From an optimization exercise on the open Yosys and OpenROAD flow, aimed at small area and a short achievable clock period; shortcuts taken in it are not production practice.
Function was checked by simulation only, so behaviour that the tests miss may differ from the original.

===== design/flow/run.sh =====
#!/bin/bash
# synth_recipe.tcl (not shown) runs the flow's synth.tcl, then flattens the netlist and writes it again
# the make line also repeats each setting of config.mk as NAME=value (left out here)
make -C /OpenROAD-flow-scripts/flow DESIGN_CONFIG=/design/flow/config.mk WORK_HOME=/design/flow/orfs CLKGATE_MAP_FILE= SYNTH_SCRIPT=/design/flow/synth_recipe.tcl finish

===== design/flow/config.mk =====
export PLATFORM = sky130hd
export DESIGN_NAME = vc_dds_top
export DESIGN_NICKNAME = vc_dds_top
export VERILOG_FILES = /design/flow/design.v
export SDC_FILE = /design/flow/constraint.sdc
export NUM_CORES = 4
export LEC_CHECK = 0
export CAP_MARGIN = 20
export CORE_MARGIN = 2
export CORE_UTILIZATION = 40
export SETUP_SLACK_MARGIN = 1.5
export SLEW_MARGIN = 20

===== design/flow/constraint.sdc =====
create_clock -name core_clock -period 5.5 [get_ports {clk_user_bufg}]
set_input_delay 1.1000 -clock core_clock [delete_from_list [all_inputs] [get_ports {clk_user_bufg}]]
set_output_delay 1.1000 -clock core_clock [all_outputs]
set_load 0.01 [all_outputs]

===== design/flow/design.v =====
`timescale 1ns/1ns
package vc_dds_pkg;
  typedef enum logic [1:0] {
    WAVE_DC       = 2'd0,              
    WAVE_TRIANGLE = 2'd1,
    WAVE_SAWTOOTH = 2'd2
  } wave_mode_e;
  typedef struct packed {
    wave_mode_e                mode;
    logic [32-1:0]    freq_word;   
    logic [10-1:0]      pcw;         
    logic [16-1:0]   amp;
    logic [16-1:0]   dc_offset;
    logic [10-1:0]      fsc;
  } vc_cfg_t;
  typedef struct packed {
    logic                      valid;
    logic [32-1:0]    phase;
    wave_mode_e                mode;
    logic [16-1:0]   amp;
    logic [16-1:0]   dc_offset;
  } phase_beat_t;
  typedef struct packed {
    logic                      valid;
    logic [16-1:0]   shape;       
    logic [16-1:0]   amp;
    logic [16-1:0]   dc_offset;
  } shape_beat_t;
  typedef struct packed {
    logic                      valid;
    logic [16-1:0]   scaled;
    logic [16-1:0]   dc_offset;
  } scaled_beat_t;
endpackage
`timescale 1ns/1ns
module vc_dds_cfg_reg
(
  input  logic                       clk_user_bufg,
  input  logic                       rst_glb,
  input  logic                       cfg_wr,
  input  vc_dds_pkg::vc_cfg_t        cfg,
  output logic                       tri_en,
  output logic                       saw_en,
  output logic [32-1:0]     freq_word,
  output logic [16-1:0]    amp,
  output logic [16-1:0]    dc_offset,
  output logic [10-1:0]       dac_fsc
);
  logic [10-1:0] fsc_q;
  always_ff @(posedge clk_user_bufg)
  begin
    if (cfg_wr)
    begin
      tri_en    <= cfg.mode == vc_dds_pkg::WAVE_TRIANGLE;
      saw_en    <= cfg.mode == vc_dds_pkg::WAVE_SAWTOOTH;
      freq_word <= cfg.freq_word;
      amp       <= cfg.amp;
      dc_offset <= cfg.dc_offset;
    end
  end
  always_ff @(posedge clk_user_bufg or posedge rst_glb)
  begin
    if (rst_glb)
      fsc_q <= '0;
    else if (cfg_wr)
      fsc_q <= cfg.fsc;
  end
  assign dac_fsc = (fsc_q == '0) ? {10{1'b1}} : fsc_q;
endmodule
`timescale 1ns/1ns
module vc_phase_accum
(
  input  logic                       clk_user_bufg,
  input  logic                       rst_glb,
  input  logic                       cfg_wr,
  input  logic [10-1:0]       pcw,
  input  logic [32-1:0]     freq_word,
  output logic [32-1:0]     phase
);
  always_ff @(posedge clk_user_bufg or posedge rst_glb)
  begin
    if (rst_glb)
      phase <= '0;
    else if (cfg_wr)
      phase <= {pcw, {22{1'b0}}};
    else
      phase <= phase + freq_word;
  end
endmodule
`timescale 1ns/1ns
module vc_wave_shaper
(
  input  logic                       tri_en,
  input  logic                       saw_en,
  input  logic [32-1:0]     phase,
  output logic [16-1:0]    shape
);
  logic [16-1:0] tri_ramp;
  logic [16-1:0] saw_ramp;
  assign tri_ramp = phase[32-2 -: 16] ^ {16{phase[32-1]}};
  assign saw_ramp = phase[32-1 -: 16];
  assign shape = ({16{tri_en}} & tri_ramp) | ({16{saw_en}} & saw_ramp);
endmodule
`timescale 1ns/1ns
module vc_amp_offset
(
  input  logic                       clk_user_bufg,
  input  logic [16-1:0]    shape,
  input  logic [16-1:0]    amp,
  input  logic [16-1:0]    dc_offset,
  output logic [16-1:0]    sample
);
  logic [2*16:0]   acc;
  logic [16-1:0]   s1_q, s2_q, s3_q, s4_q;
  assign acc = shape * amp + {dc_offset, {16{1'b0}}};
  always_ff @(posedge clk_user_bufg)
  begin
    s1_q <= acc[2*16] ? {16{1'b1}} : acc[16 +: 16];
    s2_q <= s1_q;
    s3_q <= s2_q;
    s4_q <= s3_q;
  end
  assign sample = s4_q;
endmodule
`timescale 1ns/1ns
module vc_dds_top
(
  input  logic                    clk_user_bufg,
  input  logic                    rst_glb,
  input  logic                    cfg_wr,           
  input  logic [85:0]             cfg,              
  output logic [16-1:0] sample,           
  output logic                    sample_valid,
  output logic [10-1:0]    dac_fsc           
);
  vc_dds_pkg::vc_cfg_t             cfg_s;
  logic                            tri_en;
  logic                            saw_en;
  logic [32-1:0]          freq_word;
  logic [16-1:0]         amp;
  logic [16-1:0]         dc_offset;
  logic [32-1:0]          phase;
  logic [16-1:0]         shape;
  logic                            written_q;       
  logic [3:0]                      valid_q;
  assign cfg_s = cfg;
  vc_dds_cfg_reg u_cfg_reg (
    .clk_user_bufg (clk_user_bufg),
    .rst_glb       (rst_glb),
    .cfg_wr        (cfg_wr),
    .cfg           (cfg_s),
    .tri_en        (tri_en),
    .saw_en        (saw_en),
    .freq_word     (freq_word),
    .amp           (amp),
    .dc_offset     (dc_offset),
    .dac_fsc       (dac_fsc)
  );
  vc_phase_accum u_phase_accum (
    .clk_user_bufg (clk_user_bufg),
    .rst_glb       (rst_glb),
    .cfg_wr        (cfg_wr),
    .pcw           (cfg_s.pcw),
    .freq_word     (freq_word),
    .phase         (phase)
  );
  vc_wave_shaper u_wave_shaper (
    .tri_en        (tri_en),
    .saw_en        (saw_en),
    .phase         (phase),
    .shape         (shape)
  );
  vc_amp_offset u_amp_offset (
    .clk_user_bufg (clk_user_bufg),
    .shape         (shape),
    .amp           (amp),
    .dc_offset     (dc_offset),
    .sample        (sample)
  );
  always_ff @(posedge clk_user_bufg or posedge rst_glb)
  begin
    if (rst_glb)
    begin
      written_q <= 1'b0;
      valid_q   <= '0;
    end
    else
    begin
      written_q <= written_q | cfg_wr;
      valid_q   <= {valid_q[2:0], written_q};
    end
  end
  assign sample_valid = valid_q[3];
endmodule

==> notes.md <==
==> metrics by stage <==
step	cells	hold WS, ps	util, %
CTS	2323	320	50.3
global placement	2284	314	48.3
global route	2331	330	50.8
finish	2331	321	50.8
detailed placement	2286	312	48.4
floorplan	1526	310	-
==> routing by layer <==
metal	part of all wire [%]	track usage (%)	vias up
li1	-	-	5465
met3	3.5	3.02	30
met5	0.031	0	-
met1	46	23.7	5627
met2	50	30.3	168
met4	1.3	4.76	2
==> cell type report <==
| type | instances | area, um2 |
|---|---|---|
| flip-flops and latches | 177 | 4440 |
| repair buffers | 304 | 2670 |
| clock inverters | 14 | 141 |
| fillers | 3460 | 18900 |
| multi-input cells | 1064 | 10300 |
| well taps | 518 | 648 |
| inverters | 236 | 886 |
| clock buffers | 18 | 439 |
==> registers in the layout (all words and copies together), names as in the netlist <==
signal,cells
u_amp_offset.s1_q,16
u_amp_offset.s2_q,16
u_amp_offset.s3_q,16
u_amp_offset.s4_q,16
u_cfg_reg.amp,16
u_cfg_reg.dc_offset,16
u_cfg_reg.freq_word,32
u_cfg_reg.fsc_q,10
u_cfg_reg.saw_en,1
u_cfg_reg.tri_en,1
u_phase_accum.phase,32
valid_q,4
written_q,1
==> worst min path at each step <==
stage,start,to,slack (ps),depth (start not counted)
after floorplan,u_amp_offset.s1_q[0],u_amp_offset.s2_q[0],310,0
after global placement,u_amp_offset.s3_q[13],u_amp_offset.s4_q[13],310,0
after detailed placement,u_amp_offset.s1_q[9],u_amp_offset.s2_q[9],310,0
after CTS,u_amp_offset.s1_q[6],u_amp_offset.s2_q[6],320,0
after global routing,u_amp_offset.s1_q[13],u_amp_offset.s2_q[13],330,0
final,u_amp_offset.s1_q[6],u_amp_offset.s2_q[6],320,0
==> kinds of logic after synthesis <==
family	Yosys count	share of synthesized area, %
AOI/OAI and AO/OA	192	8.63
and+or+nand+nor	448	13.9
DFF	177	28.6
adders and majority gates	345	37.2
xor gates and xnor gates	64	3.61
buffers and inverters	285	6.98
muxes	15	1.07
==> repair_timing <==
action | in CTS | in global routing
setup buffers | 5 | 8
pin swaps | 9 | 16
gates resized for setup | 32 | 29
endpoints found under the setup margin | 16 | 16
hold endpoints to repair | 0 | 0
==> cell usage after synthesis (18+ instances only) <==
library cell  number  area [um2]
o21ai_0           46         230
nor2_1            52         195
ha_1             150        1880
a21oi_1           43         215
and2_1           107         669
xnor2_1           30         263
dfrtp_1           47        1180
dfxtp_1           64        1280
edfxtp_1          66        1980
inv_1            236         886
nand2_1          197         739
nand2b_1          18         113
xor2_1            34         298
a21o_1            18         135
fa_1             195        3900
clkbuf_1          42         158
==> worst reg2reg max path, delay by kind of cell (launching register included) <==
| family | cells | cell delay, ps |
|---|---|---|
| AND/OR/NAND/NOR | 5 | 940 |
| multiplexers | 1 | 180 |
| XOR/XNOR | 2 | 300 |
| flip-flops | 1 | 400 |
| adder cells (fa/ha/maj) | 8 | 3410 |
| AO/OA/AOI/OAI | 10 | 1810 |
| buffers and inverters | 7 | 890 |
==> results.py <==
metrics = {
    "die": {
        "die_w_um": 201,
        "die_area_mm2": 0.0404,
        "coreArea_mm2": 0.0385,
        "start_util_pct": 40.4,
        "num_rows": 72,
        "ios": 116,
        "die_h_um": 201,
    },
    "layout": {
        "finish.net_count": 2234,
        "areaGrowthSynthToFinish_pct": 25.8,
        "antenna_cells": 0,
        "final_design_area_no_fill_mm2": 0.0195,
        "drive_above_1_share_pct": 17.4,
        "final_common_cell": "inv_1",
        "final_cell_mix": "inv_1, nand2_1, fa_1",
    },
    "worst_setup_path": {
        "worstSetupStartpointType": "register",
        "critPathBufInv": 7,
        "endpoint_kind": "register",
        "timing.rr.end": "u_amp_offset.s1_q[15]",
        "cpPeakStageDelay_ps": 550,
        "path_class": "register to register",
        "cp_max_fo": 15,
        "crit_family": "adder cells",
        "crit_path_top_delay_cell": "fa_1",
        "crit_required_ps": 5880,
        "rr_worst_depth": 33,
        "cp.depth": 33,
        "rr_startpoint": "u_phase_accum.phase[31]",
        "reg2reg_slack_ps": -2480,
        "crit_end": "u_amp_offset.s1_q[15]",
        "startpoint": "u_phase_accum.phase[31]",
        "crit_top_cell": "fa_1",
        "arrival_ps": 8360,
    },
    "sta": {
        "tightest_slew_ps": 876,
        "fin_tns_setup_ps": -36920,
        "slew_violations": 0,
        "fin_crit_ps": 7980,
        "fin_ws_ps": -2480,
        "fmax_ghz": 0.125,
        "grt_setup_unrepaired": "true",
        "finClkSkew_ps": 12.4,
        "setup_violations": 16,
        "slew_headroom_pct": 41.6,
        "period_share_pct": 145,
        "hold_viol": 0,
    },
    "run_status": {
        "violatedChecks": "setup timing",
        "outcome": "finished with violations",
    },
    "routing": {
        "drc_errors": 0,
        "viasPerCell": 4.84,
        "ant_nets": 0,
        "routedWlPerCell_um": 15.0,
        "via_count": 11300,
        "drt_iter0_drc": 505,
        "routed_wirelength_um": 34900,
        "first_pass_iters": 5,
    },
    "clocking": {
        "clk_path_buf_depth": 2,
        "numCtsBuffers": 17,
        "clock_latency_ps": 450,
        "cts_tree": "built",
        "clk_pin_slew_ps": 70,
        "cts_root_buf": "clkbuf_16",
        "cts_hold_buf": 0,
        "h-tree-depth": 4,
        "numClockSinks": 177,
    },
    "placement": {
        "io_buffers": 115,
        "gp_congestion": 0.883,
        "dpl.hpwl_um": 28800,
        "place_area_mm2": 0.0186,
        "place_worst_setup_slack_ps": -2690,
    },
    "logic_synthesis": {
        "synth-edff-count": 66,
        "synth-seq-area-share_pct": 28.6,
        "ys.flop_type": "edfxtp_1",
        "ys_ff_latch": 177,
        "synth_nets": 1960,
        "yosys.cell_types.count": 64,
        "async_flop_share_pct": 26.6,
        "syn_avg_cell_area_um2": 10.2,
        "yosysWarnings": 4,
        "synth_cells": 1526,
        "syn-cell-area_mm2": 0.0155,
    },
    "global_routing": {
        "antenna_found_initial": 1,
        "grt_usage_pct": 17.9,
        "grt_start_max_net_pins": 77,
        "gr-total-overflow": 0,
        "grt_pass1_wl_um": 58400,
        "grt_pass1_vias": 11900,
    },
    "flow_run": {
        "cap_viol_max_count": 0,
    },
    "hold_path": {
        "min_path_type": "register to register",
    },
}

==> port drivers added, routing unchanged <==
No port has a modelled driver above. Below, the same layout with a new extraction and two added sets of constraints. Step 1: set_driving_cell puts a clkbuf_16 on clk_user_bufg and a buf_2 on each other input, an assumption about the parent block. Step 2 times the ports against the registers' clock, not the clock port: input delays grow and output delays shrink by t, the midpoint of the rising clock arrivals with the driver on. Three values: ideal, step 1, step 2; two values: the first two.
t (ns): 0.499
setup WS [ns]: -2.482 / -2.482 / -2.482
worst setup path after step 2: register to register
latest minus earliest clock arrival (ns): 0.013 / 0.013
worst slew at a driven data input, ns: 0.07
For this run, drivers alone change the setup slack by 0.000 ns; drivers and shift together by 0.000 ns.
